This is an optimization exercise on Yosys and OpenROAD, whose aim is small area, a short achievable clock period and few clock cycles, not a production implementation.
In this exercise RTL edits were held to simulation tests only and were not proved equivalent to the original.
Power figures rest on the tool's default switching activity, not on a simulated workload.

alpha:
// cache_memory_nway
module cache_memory_nway #(
  parameter int WAYS             = cache_pkg::DEF_WAYS,
  parameter int ADDR_INDEX_SIZE  = cache_pkg::DEF_INDEX_SIZE,
  parameter int ADDR_OFFSET_SIZE = cache_pkg::DEF_OFFSET_SIZE,
  parameter int ADDR_TAG_SIZE    = cache_pkg::DEF_TAG_SIZE,
  parameter int CPU_DATA_SIZE    = cache_pkg::DEF_DATA_SIZE
) (
  input  logic                                     CLK,
  input  logic                                     RESET,
  input  logic [ADDR_TAG_SIZE+ADDR_INDEX_SIZE+ADDR_OFFSET_SIZE-1:0] CPU_ADDR,
  input  logic                                     SIG_CPU_RD,
  input  logic                                     SIG_CPU_WR,
  input  logic [CPU_DATA_SIZE-1:0]                 CPU_OUT_DATA,
  input  logic [CPU_DATA_SIZE/8-1:0]               CPU_B_VAL,
  output logic [CPU_DATA_SIZE-1:0]                 CPU_IN_DATA,
  output logic                                     ACK,
  output logic [ADDR_TAG_SIZE+ADDR_INDEX_SIZE-1:0] RAM_ADDR,
  output logic                                     SIG_RAM_RD,
  output logic                                     SIG_RAM_WR,
  output logic [CPU_DATA_SIZE*(1<<ADDR_OFFSET_SIZE)-1:0] MI_IN_DATA,
  input  logic [CPU_DATA_SIZE*(1<<ADDR_OFFSET_SIZE)-1:0] MI_OUT_DATA,
  ...
For scale: roughly 220 I/O pins, about 51000 um2 of cells after synthesis.
Settings: LEC_CHECK=0, CAP_MARGIN=20, CORE_MARGIN=2, CORE_UTILIZATION=55, SETUP_SLACK_MARGIN=2.0, SLEW_MARGIN=20, SYNTH_HIERARCHICAL=1, SYNTH_MINIMUM_KEEP_SIZE=0, TNS_END_PERCENT=0; clock period 6.5 ns.
standard.sh (not shown) runs the stock make flow with config.mk's settings and CLKGATE_MAP_FILE= SYNTH_SCRIPT=/design/flow/synth_recipe.tcl, a recipe that flattens the netlist after the stock synthesis.
==> flow/flow/run.sh <==
#!/bin/bash
# Layout: the standard flow (standard synthesis unchanged), except that
#  - the port buffers are buf_2 cells rather than delay buffers,
#  - the resizer may swap a cell for one of another footprint when it repairs timing,
#  - the clock tree is built from clkbuf_8 cells in smaller sink clusters, without
#    dummy loads.
set -euo pipefail
bash standard.sh synth > synth.log 2>&1
bash standard.sh MATCH_CELL_FOOTPRINT=0 \
  "BUFFER_PORTS_ARGS=-buffer_cell sky130_fd_sc_hd__buf_2" \
  "CTS_ARGS=-sink_clustering_enable -repair_clock_nets -dont_use_dummy_load -buf_list sky130_fd_sc_hd__clkbuf_8 -sink_clustering_size 16 -sink_clustering_max_diameter 40" \
  finish > layout.log 2>&1
Testbench counts of alpha, summed over its fixed seeds: cycles 85,321.
diff inputs: alpha => beta
- a change of CORE_UTILIZATION from 55 to 40
==> flow/flow/run.sh <==
#!/bin/bash
# Layout: the standard flow (standard synthesis unchanged), except that the
# port buffers are buf_2 cells rather than delay buffers, and the resizer may
# swap a cell for one of another footprint when it repairs timing.
set -euo pipefail
bash standard.sh synth > synth.log 2>&1
bash standard.sh MATCH_CELL_FOOTPRINT=0 "BUFFER_PORTS_ARGS=-buffer_cell sky130_fd_sc_hd__buf_2" finish > layout.log 2>&1
[summary]
Compared beta vs alpha, and clock period minus final worst setup slack is up in beta.
Sequential power: beta vs alpha up about 0.7%
When the final numbers for alpha and beta were put side by side, the areal power density over the cells turned out to be greater in beta.
Cell area | beta vs alpha | beta larger
beta ended with less critical path depth than alpha.
Tap cell instance count ended up about 34% higher on beta than on alpha.
Comparing alpha and beta, fraction of area in registers is lower on beta.
Changes observed in beta relative to alpha: worst path setup slack after routing now smaller, wire length now larger, multi-input combinational area share now smaller.

Setup of JK:
cache_memory_nway again, from the RTL that the note above started with.
// cache_memory_nway
module cache_memory_nway #(
  parameter int WAYS             = cache_pkg::DEF_WAYS,
  parameter int ADDR_INDEX_SIZE  = cache_pkg::DEF_INDEX_SIZE,
  parameter int ADDR_OFFSET_SIZE = cache_pkg::DEF_OFFSET_SIZE,
  parameter int ADDR_TAG_SIZE    = cache_pkg::DEF_TAG_SIZE,
  parameter int CPU_DATA_SIZE    = cache_pkg::DEF_DATA_SIZE
) (
  input  logic                                     CLK,
  input  logic                                     RESET,
  input  logic [ADDR_TAG_SIZE+ADDR_INDEX_SIZE+ADDR_OFFSET_SIZE-1:0] CPU_ADDR,
  input  logic                                     SIG_CPU_RD,
  input  logic                                     SIG_CPU_WR,
  input  logic [CPU_DATA_SIZE-1:0]                 CPU_OUT_DATA,
  input  logic [CPU_DATA_SIZE/8-1:0]               CPU_B_VAL,
  output logic [CPU_DATA_SIZE-1:0]                 CPU_IN_DATA,
  output logic                                     ACK,
  output logic [ADDR_TAG_SIZE+ADDR_INDEX_SIZE-1:0] RAM_ADDR,
  output logic                                     SIG_RAM_RD,
  output logic                                     SIG_RAM_WR,
  output logic [CPU_DATA_SIZE*(1<<ADDR_OFFSET_SIZE)-1:0] MI_IN_DATA,
  input  logic [CPU_DATA_SIZE*(1<<ADDR_OFFSET_SIZE)-1:0] MI_OUT_DATA,
  input  logic                                     MI_SIG_RAM_ACK,
  output logic [15:0]                              HIT_CNT,
  output logic [15:0]                              MISS_CNT
);
Settings: LEC_CHECK=0, CAP_MARGIN=20, CORE_MARGIN=2, CORE_UTILIZATION=40, SETUP_SLACK_MARGIN=2.0, SLEW_MARGIN=20, SYNTH_HIERARCHICAL=1, SYNTH_MINIMUM_KEEP_SIZE=0, TNS_END_PERCENT=0; clock period 6.5 ns.
==> flow/flow/run.sh <==
#!/bin/bash
# Layout: the standard flow (standard synthesis unchanged), except that
#  - the port buffers are buf_2 cells rather than delay buffers,
#  - the resizer may swap a cell for one of another footprint when it repairs timing,
#  - the clock tree is built from clkbuf_8 cells in smaller sink clusters, without
#    dummy loads.
set -euo pipefail
bash standard.sh synth > synth.log 2>&1
bash standard.sh MATCH_CELL_FOOTPRINT=0 \
  "BUFFER_PORTS_ARGS=-buffer_cell sky130_fd_sc_hd__buf_2" \
  "CTS_ARGS=-sink_clustering_enable -repair_clock_nets -dont_use_dummy_load -buf_list sky130_fd_sc_hd__clkbuf_8 -sink_clustering_size 16 -sink_clustering_max_diameter 40" \
  finish > layout.log 2>&1
JK reached the final stage; the timing, DRC and antenna checks on its layout passed.
Testbench counts of JK, summed over its fixed seeds: cycles 85,321.
### JK -> MS
Settings: changing SETUP_SLACK_MARGIN from 2.0 to 2.5; changing TNS_END_PERCENT from 0 to 5.
==> flow/run.sh (new file) <==
#!/bin/bash
# synth_recipe.tcl (not shown) runs the flow's synth.tcl, then flattens the netlist and writes it again
# the make line also repeats each setting of config.mk as NAME=value (left out here)
make -C /OpenROAD-flow-scripts/flow DESIGN_CONFIG=/design/flow/config.mk WORK_HOME=/design/flow/orfs CLKGATE_MAP_FILE= SYNTH_SCRIPT=/design/flow/synth_recipe.tcl finish
removed: flow/flow/run.sh
removed: flow/standard.sh
Findings:
Comparing MS with JK, the site row count came out essentially unchanged. Cmp JK and MS / total power / lower: JK. Highest ir drop seen on vdd was higher in the run labelled MS. Side by side, CTS buffer count turned out lower in MS than in JK. Lower ratio of cells with drive above 1 in the final layout was reported by JK, not MS. Remaining max-slew budget at the tightest pin: MS > JK. Sequential share of layout area: MS lower than JK.

what the ideal ports hide:
Ports are ideal in the flow. The routed layouts listed here were re-timed in OpenROAD. Step 1 sets driving cells, clkbuf_16 on the clock port and buf_2 on the other inputs (assumed; they add their load-dependent delay and slew). Step 2 adds t to the input delays and takes it off the output delays; t is the mean of the earliest and latest rising clock arrival at the registers after step 1. Input paths then give back, and output paths get back, about the clock's delay inside the block. a / b / c = no drivers / after step 1 / after step 2; a / b = the first two.
run | t (ns) | setup WS [ns] | cell pins on the clock port's net
alpha | 0.889 | 1.778 / 1.276 / 0.788 | 1
beta | 0.794 | 1.653 / 1.336 / 0.963 | 1
JK | 0.900 | 1.642 / 1.315 / 1.014 | 1
MS | 0.843 | 1.646 / 1.148 / 0.853 | 1
After both steps setup and hold are still met in every run listed. The setup slack of alpha, which loses most, moves by -0.502 ns with the drivers and by -0.990 ns with both steps.
